This is an optimization exercise on Yosys and OpenROAD, whose aim is small area, not a production implementation. Only simulation tests tie the RTL to the original design; equivalence was not proved. Power is estimated from default activity; no workload was simulated.

Setup of the previous run:
==> flow/design.v (excerpt) <==
module nn_accel (
    input  logic         clk_i,
    input  logic         rst_i,
    input  logic         cmd_strobe_i,
    input  logic [31:0]  cmd_addr_i,
    output logic         mem_req_strobe_o,
    output logic         mem_req_rw_o,
    output logic [31:0]  mem_req_addr_o,
    output logic [31:0]  mem_req_wdata_o,
    input  logic         mem_rsp_ready_i,
    input  logic [127:0] mem_rsp_line_i,
    output logic         done_o,
    output logic [31:0]  class_o
);
    localparam logic [2:0] S_IDLE = 3'd0,    
                           S_SIZE = 3'd1,    
                           S_HDR  = 3'd2,    
                           S_WRD  = 3'd3,    
                           S_STEP = 3'd4,    
                           S_WR   = 3'd5,    
                           S_AMAX = 3'd6,    
                           S_ACMP = 3'd7;    
    logic [2:0]  st_q;
    logic        wait_q;       
    logic        done_q;
    logic [29:0] nb_q;         
    logic [29:0] wp_q;         
    logic [5:0]  sp_q;         
    logic [5:0]  sc_q;         
    logic [5:0]  s2_q;         
    logic [5:0]  s3_q;
    logic [1:0]  nl_q;         
    logic [6:0]  ii_q;         
    logic [5:0]  jj_q;         
    logic [5:0]  bi_q;         
    logic [5:0]  kk_q;         
    logic [47:0] w_q;          
    logic [47:0] a_q;          
    logic [1:0]  c_q;          
    logic        xb_q;         
    logic        sv_q;         
    logic [6:0] sp_full;
    logic       bias;
    logic       last_n;
    logic       last_l;
    logic       k_end;
    logic       rdy;
    logic       skip_cmp;
    logic       need;
    logic       step_en;
    logic       ld;
    logic       cmp_end;
    logic       adv;
    assign sp_full  = {sp_q == 6'd0, sp_q};
    assign bias     = (ii_q == sp_full);
  ...
clock: 12.0 ns
lec_check: 0
cap_margin: 20
core_margin: 2
core_utilization: 40
slew_margin: 20
standard.sh (not shown) runs the stock make flow with config.mk's settings and CLKGATE_MAP_FILE= SYNTH_SCRIPT=/design/flow/synth_recipe.tcl, a recipe that flattens the netlist after the stock synthesis.
==> flow/flow/run.sh <==
#!/bin/bash
# The standard layout, with two changes:
#  - synthesis maps the logic with an area-oriented ABC script (flow/area.abc);
#    every other synthesis step, and so every register, is the standard one
#  - the ports are buffered with the smallest buffer cell
#  - the clock tree uses fewer, larger register clusters
set -euo pipefail
here=$(pwd)
cat > "$here/synth_area.tcl" <<EOT
proc synth {args} { yosys synth -nofsm -noshare {*}\$args }
proc abc {args} {
  set i [lsearch \$args -script]
  set args [lreplace \$args [expr {\$i + 1}] [expr {\$i + 1}] $here/flow/area.abc]
  yosys abc {*}\$args
}
EOT
# the rest is the standard flow's own synthesis script, unchanged
tail -n +2 "$here/synth_recipe.tcl" >> "$here/synth_area.tcl"
export BUFFER_PORTS_ARGS="-buffer_cell sky130_fd_sc_hd__buf_1"
# a few large clusters of registers per clock buffer, no dummy loads
export CTS_ARGS="-sink_clustering_enable -repair_clock_nets -sink_clustering_size 16 -sink_clustering_max_diameter 60 -buf_list sky130_fd_sc_hd__clkbuf_8 -dont_use_dummy_load"
bash standard.sh "SYNTH_SCRIPT=$here/synth_area.tcl" finish > "$here/flow_make.log" 2>&1
==> flow/flow/area.abc <==
strash
dc2
dch -f
amap
strash
dc2
dch -f
amap
strash
dch -f
amap
Changes in the current run relative to the previous run:
-- flow/flow/run.sh --
<<< the previous run, line 20
# a few large clusters of registers per clock buffer, no dummy loads
export CTS_ARGS="-sink_clustering_enable -repair_clock_nets -sink_clustering_size 16 -sink_clustering_max_diameter 60 -buf_list sky130_fd_sc_hd__clkbuf_8 -dont_use_dummy_load"
bash standard.sh "SYNTH_SCRIPT=$here/synth_area.tcl" finish > "$here/flow_make.log" 2>&1
>>> the current run, line 20
# a few large clusters of registers per clock buffer, no dummy loads
export CTS_ARGS="-sink_clustering_enable -repair_clock_nets -sink_clustering_size 30 -sink_clustering_max_diameter 60 -buf_list sky130_fd_sc_hd__clkbuf_16 -dont_use_dummy_load"
bash standard.sh "SYNTH_SCRIPT=$here/synth_area.tcl" SKIP_REPAIR_TIE_FANOUT=1 finish > "$here/flow_make.log" 2>&1
-- flow/config.mk --
<<< the previous run, line 9
export CORE_MARGIN = 2
export CORE_UTILIZATION = 40
export SLEW_MARGIN = 20
>>> the current run, line 9
export CORE_MARGIN = 2
export CORE_UTILIZATION = 60
export SLEW_MARGIN = 20
## What came out
- Global-route met2 utilization | the current run above the previous run
- First-iteration DRC count: lower on the previous run
- In the current run, post-route clock period utilization is higher than in the previous run.
- The previous run → the current run: relative contribution of the clock network to total power up 2.8 points; sequential share of layout area up 0.32 points; count of mapped cells out of synthesis flat; overall power consumption up 110 uW; relative contribution of combinational cells to total power down 1.9 points.

The RTL this note starts from:
==> flow/design.v <==
package nn_accel_pkg;
    localparam int XLEN           = 32;
    localparam int WORDS_PER_LINE = 4;
    localparam int LINE_W         = XLEN * WORDS_PER_LINE;    
    localparam int FRAC_BITS      = 16;                       
    localparam int MAX_LAYERS     = 4;
    typedef logic [XLEN-1:0] word_t;
    localparam word_t FX_ONE = word_t'(1) << FRAC_BITS;       
    typedef struct packed {
        word_t spare;
        word_t total_layers;
        word_t weights_base;
        word_t neurons_base;
    } desc_hdr_t;
    typedef union packed {
        word_t [WORDS_PER_LINE-1:0] words;    
        desc_hdr_t                  hdr;      
    } line_u;
    typedef struct packed {
        logic  strobe;    
        logic  rw;        
        word_t addr;      
        word_t wdata;
    } mem_req_t;
    typedef struct packed {
        logic  ready;
        line_u line;      
    } mem_rsp_t;
    typedef struct packed {
        logic  valid;
        logic  first;     
        logic  last;      
        word_t neuron;
        word_t weight;
    } mac_op_t;
endpackage
`timescale 1ns/1ps
module nn_accel (
    input  logic         clk_i,
    input  logic         rst_i,
    input  logic         cmd_strobe_i,
    input  logic [31:0]  cmd_addr_i,
    output logic         mem_req_strobe_o,
    output logic         mem_req_rw_o,
    output logic [31:0]  mem_req_addr_o,
    output logic [31:0]  mem_req_wdata_o,
    input  logic         mem_rsp_ready_i,
    input  logic [127:0] mem_rsp_line_i,
    output logic         done_o,
    output logic [31:0]  class_o
);
    localparam logic [2:0] S_IDLE = 3'd0,    
                           S_SIZE = 3'd1,    
                           S_HDR  = 3'd2,    
                           S_WRD  = 3'd3,    
                           S_STEP = 3'd4,    
                           S_WR   = 3'd5,    
                           S_AMAX = 3'd6,    
                           S_ACMP = 3'd7;    
    logic [2:0]  st_q;
    logic        wait_q;       
    logic        done_q;
    logic [29:0] nb_q;         
    logic [29:0] wp_q;         
    logic [5:0]  sp_q;         
    logic [5:0]  sc_q;         
    logic [5:0]  s2_q;         
    logic [5:0]  s3_q;
    logic [1:0]  nl_q;         
    logic [6:0]  ii_q;         
    logic [5:0]  jj_q;         
    logic [5:0]  bi_q;         
    logic [5:0]  kk_q;         
    logic [31:0] w_q;          
    logic [47:0] r_q;          
    logic        xb_q;         
    logic        lo_q;         
    logic        hi_q;         
    logic        cm_q;         
    logic [1:0]  pp_q;         
    logic [6:0] sp_full;
    logic       bias;
    logic       last_n;
    logic       last_l;
    logic       rdy;
    logic       skip_cmp;
    logic       rd_mode;
    logic       need;
    logic       cap;
    logic       mac_end;
    logic       ld;
    logic       cmp_end;
    logic       adv;
    assign sp_full  = {sp_q == 6'd0, sp_q};
    assign bias     = (ii_q == sp_full);
    assign last_n   = (6'(jj_q + 6'd1) == sc_q);
    assign last_l   = (nl_q == 2'd0);
    assign rdy      = mem_rsp_ready_i;
    assign skip_cmp = (jj_q == 6'd0) || r_q[47];
    assign rd_mode  = (st_q == S_STEP) && !bias && !kk_q[5];
    always_comb begin
        case (st_q)
            S_SIZE, S_HDR, S_WRD, S_WR: need = 1'b1;
            S_STEP: need = rd_mode;
            S_AMAX: need = !skip_cmp;
            default: need = 1'b0;
        endcase
    end
    assign cap     = ((st_q == S_STEP) || (st_q == S_ACMP)) && (kk_q != 6'd48) &&
                     (rd_mode ? rdy : !lo_q);
    assign mac_end = (kk_q == 6'd48) && !lo_q && !hi_q;
    assign ld      = ((st_q == S_WRD) || (st_q == S_AMAX)) && rdy;
    assign cmp_end = (st_q == S_ACMP) && mac_end;
    assign adv     = ((st_q == S_WR) && rdy && !last_l) ||
                     ((st_q == S_AMAX) && skip_cmp) || cmp_end;
    logic [29:0] base;
    logic        use_sp;
    logic [6:0]  off_b;
    logic        cin;
    logic [6:0]  off;
    logic [7:0]  lo;
    logic [29:0] sum;
    always_comb begin
        base   = nb_q;
        use_sp = 1'b0;
        off_b  = 7'd0;
        cin    = 1'b0;
        case (st_q)
            S_SIZE: off_b = 7'd4;
            S_WRD:  begin base = wp_q; cin = wait_q; end
            S_STEP: off_b = ii_q;
            S_WR:   begin use_sp = 1'b1; off_b = wait_q ? 7'd0 : {1'b0, jj_q}; end
            S_AMAX: begin use_sp = 1'b1; off_b = {1'b0, bi_q}; end
            default: ;
        endcase
    end
    assign off = (use_sp ? sp_full : 7'd0) + off_b;
    assign lo  = {1'b0, base[6:0]} + {1'b0, off} + {7'd0, cin};
    assign sum = {base[29:7] + {22'd0, lo[7]}, lo[6:0]};
    logic [1:0]  wsel;
    logic [31:0] ws;           
    logic        xbit;
    assign wsel = (st_q == S_WRD) ? wp_q[1:0] : sum[1:0];
    assign ws   = mem_rsp_line_i[32*wsel +: 32];
    always_comb begin
        if (st_q == S_ACMP) begin
            xbit = kk_q[4] || (kk_q == 6'd32);              
        end else if (bias) begin
            xbit = (kk_q == 6'd16);                          
        end else if (!kk_q[5]) begin
            xbit = ws[kk_q[4:0]];
        end else begin
            xbit = (kk_q == 6'd32) && xb_q;                  
        end
    end
    assign mem_req_strobe_o = need && !wait_q;
    assign mem_req_rw_o     = (st_q == S_WR);
    assign mem_req_addr_o   = {sum, 2'b00};
    assign mem_req_wdata_o  = r_q[47] ? 32'd0 : r_q[47:16];    
    assign done_o           = done_q;
    assign class_o          = {26'd0, bi_q};
    logic        sub;          
    logic [15:0] op_lo;
    logic [15:0] op_hi;
    logic [16:0] s_lo;
    logic [16:0] s_hi;
    logic [16:0] cl;
    logic [16:0] ch;
    logic        near;         
    logic [2:0]  t3;           
    assign sub   = (kk_q == 6'd33);
    assign op_lo = xb_q ? (w_q[15:0] ^ {16{sub}}) : 16'd0;
    assign op_hi = xb_q ? w_q[31:16] : 16'd0;
    always_comb begin
        cl[0] = xb_q && sub;
        ch[0] = cm_q;
        for (int b = 0; b < 16; b++) begin
            s_lo[b]   = r_q[b] ^ op_lo[b] ^ cl[b];
            cl[b + 1] = (r_q[b] & op_lo[b]) | (r_q[b] & cl[b]) | (op_lo[b] & cl[b]);
            s_hi[b]   = r_q[b + 16] ^ op_hi[b] ^ ch[b];
            ch[b + 1] = (r_q[b + 16] & op_hi[b]) | (r_q[b + 16] & ch[b]) | (op_hi[b] & ch[b]);
        end
        s_lo[16] = cl[16];
        s_hi[16] = ch[16];
    end
    assign near = (kk_q <= 6'd16);
    assign t3   = {2'b00, r_q[32]} + {pp_q[1], pp_q} + {2'b00, ch[16]}
                  - {2'b00, xb_q && w_q[31]};
    always_ff @(posedge clk_i) begin
        if (rst_i) begin
            st_q   <= S_IDLE;
            wait_q <= 1'b0;
            done_q <= 1'b0;
            lo_q   <= 1'b0;
            hi_q   <= 1'b0;
        end else begin
            done_q <= 1'b0;
            lo_q   <= cap;
            hi_q   <= lo_q;
            if (mem_req_strobe_o) begin
                wait_q <= 1'b1;
            end else if (rdy) begin
                wait_q <= 1'b0;
            end
            case (st_q)
                S_IDLE: if (cmd_strobe_i) st_q <= S_SIZE;
                S_SIZE: if (rdy) st_q <= S_HDR;
                S_HDR:  if (rdy) st_q <= S_WRD;
                S_WRD:  if (rdy) st_q <= S_STEP;
                S_STEP: if (mac_end) st_q <= bias ? S_WR : S_WRD;
                S_WR:   if (rdy && last_l) st_q <= S_AMAX;
                S_AMAX: if (rdy) st_q <= S_ACMP;
                default: ;
            endcase
            if (adv) begin
                if (last_n && last_l) begin
                    st_q   <= S_IDLE;
                    done_q <= 1'b1;
                end else begin
                    st_q   <= S_WRD;
                end
            end
        end
    end
    always_ff @(posedge clk_i) begin
        if (st_q == S_IDLE && cmd_strobe_i) begin
            nb_q <= {cmd_addr_i[31:4], 2'b00};    
        end
        if (st_q == S_SIZE && rdy) begin
            sp_q <= mem_rsp_line_i[5:0];
            sc_q <= mem_rsp_line_i[37:32];
            s2_q <= mem_rsp_line_i[69:64];
            s3_q <= mem_rsp_line_i[101:96];
        end
        if (st_q == S_HDR && rdy) begin
            nb_q <= mem_rsp_line_i[31:2];
            wp_q <= mem_rsp_line_i[63:34];
            nl_q <= {mem_rsp_line_i[66], mem_rsp_line_i[64]};
            ii_q <= 7'd0;
            jj_q <= 6'd0;
        end
        if (cap) begin
            xb_q <= xbit;
            kk_q <= kk_q + 6'd1;
        end
        if (lo_q) begin
            r_q[15:0] <= s_lo[15:0];
            cm_q      <= s_lo[16];
        end
        if (hi_q) begin
            r_q  <= {r_q[0], r_q[47:33], near ? t3[0] : r_q[32], s_hi[15:0], r_q[15:1]};
            pp_q <= near ? t3[2:1] : 2'b00;
        end
        if (ld) begin
            w_q       <= ws;
            kk_q      <= 6'd0;
            pp_q      <= 2'b00;
            r_q[15:0] <= 16'd0;
            if (st_q == S_WRD) begin
                wp_q <= sum;
                if (ii_q == 7'd0) begin
                    r_q[47:16] <= 32'd0;
                end
            end
        end
        if (mac_end && st_q == S_STEP && !bias) begin
            ii_q <= ii_q + 7'd1;
        end
        if (st_q == S_AMAX && jj_q == 6'd0) begin
            bi_q <= 6'd0;
        end
        if (cmp_end && !r_q[47] && (r_q[47:16] != 32'd0)) begin
            bi_q <= jj_q;                                     
        end
        if (adv) begin
            ii_q <= 7'd0;
            if (last_n) begin
                jj_q <= 6'd0;
                if (!last_l) begin
                    nb_q <= sum;
                    sp_q <= sc_q;
                    sc_q <= s2_q;
                    s2_q <= s3_q;
                    nl_q <= nl_q - 2'd1;
                end
            end else begin
                jj_q <= jj_q + 6'd1;
            end
        end
    end
endmodule
export LEC_CHECK = 0
export CAP_MARGIN = 20
export CORE_MARGIN = 2
export CORE_UTILIZATION = 40
export SLEW_MARGIN = 20
create_clock -name core_clock -period 12.0 [get_ports {clk_i}]
==> flow/flow/run.sh <==
#!/bin/bash
# The standard layout, with two changes:
#  - synthesis maps the logic with an area-oriented ABC script (flow/area.abc);
#    every other synthesis step, and so every register, is the standard one
#  - the ports are buffered with the smallest buffer cell
#  - the clock tree uses fewer, larger register clusters
#  - one tie cell drives all the constant outputs
set -euo pipefail
here=$(pwd)
cat > "$here/synth_area.tcl" <<EOT
proc synth {args} { yosys synth -nofsm -noshare {*}\$args }
proc abc {args} {
  set i [lsearch \$args -script]
  set args [lreplace \$args [expr {\$i + 1}] [expr {\$i + 1}] $here/flow/area.abc]
  yosys abc {*}\$args
}
EOT
# the rest is the standard flow's own synthesis script, unchanged
tail -n +2 "$here/synth_recipe.tcl" >> "$here/synth_area.tcl"
export BUFFER_PORTS_ARGS="-buffer_cell sky130_fd_sc_hd__buf_1"
# a few large clusters of registers per clock buffer, no dummy loads
export CTS_ARGS="-sink_clustering_enable -repair_clock_nets -sink_clustering_size 16 -sink_clustering_max_diameter 60 -buf_list sky130_fd_sc_hd__clkbuf_8 -dont_use_dummy_load"
bash standard.sh "SYNTH_SCRIPT=$here/synth_area.tcl" SKIP_REPAIR_TIE_FANOUT=1 finish > "$here/flow_make.log" 2>&1
==> flow/flow/area.abc <==
strash
dc2
dch -f
amap
strash
dc2
dch -f
amap
strash
dch -f
amap -A 10 -F 4
Next try:
==> flow/flow/area.abc (replaced) <==
strash
dc2
dch -f
amap
strash
dc2
dch -f
amap
strash
dch -f
amap
Sequential power decreases by about 5%.
Critical path depth increases by 6.
Via count increases by 1.6%.
Combinational power decreases by 21%.
Global-route usage decreases by 0.80 points.
Maximum frequency increases by 10%.
Clock-buffer cell count does not change.
First-iteration DRC count decreases by 12%.
Setup slack improved by 1.1 ns.
Non-clock buffer count decreases by 1.
Next try:
==> flow/flow/area.abc (replaced) <==
strash
dc2
dch -f
amap
strash
dc2
dch -f
amap
strash
dch -f
amap -A 10 -F 4
CAP_MARGIN = 0   (was 20)
SLEW_MARGIN = 0   (was 20)
Result: The changed run ran to the end with no violations. Hold slack is worse by 0.0034 ns. Via count goes down by about 2%. Sequential power rises by about 5%. Synthesized cell count came out lower by 4.5%. Utilization came out lower by 0.33 points. Clock skew shrinks by 0.0048 ns. Setup slack loses 1.1 ns. Final area falls by 1.5%. Sequential cell count does not change. Area after synthesis shrinks by about 1.7%.

[static timing again, ports no longer ideal]
The results above use ideal ports. As a check the final layouts listed here were re-extracted and re-timed, cells and wires unchanged.
Step 1, drivers: a clkbuf_16 drives clk_i and a buf_2 each remaining input, both assumed.
Step 2 also shifts input and output timing later by t, the mid clock arrival at the registers, as if the neighbouring blocks saw the same clock.
a / b / c = ideal / step 1 / step 2; a / b = the first two.
run | t (ns) | setup WS [ns] | clock arrival spread, ns
the previous run | 0.585 | 2.101 / 2.058 / 2.642 | 0.060 / 0.059
the current run | 0.534 | 1.908 / 1.864 / 2.397 | 0.043 / 0.043
the first run of note 2 | 0.584 | 0.728 / 0.680 / 1.264 | 0.053 / 0.054
the second run of note 2 | 0.569 | 1.788 / 1.744 / 2.313 | 0.057 / 0.058
the third run of note 2 | 0.584 | 0.721 / 0.672 / 1.256 | 0.057 / 0.056
After both steps setup and hold are still met in every run listed.
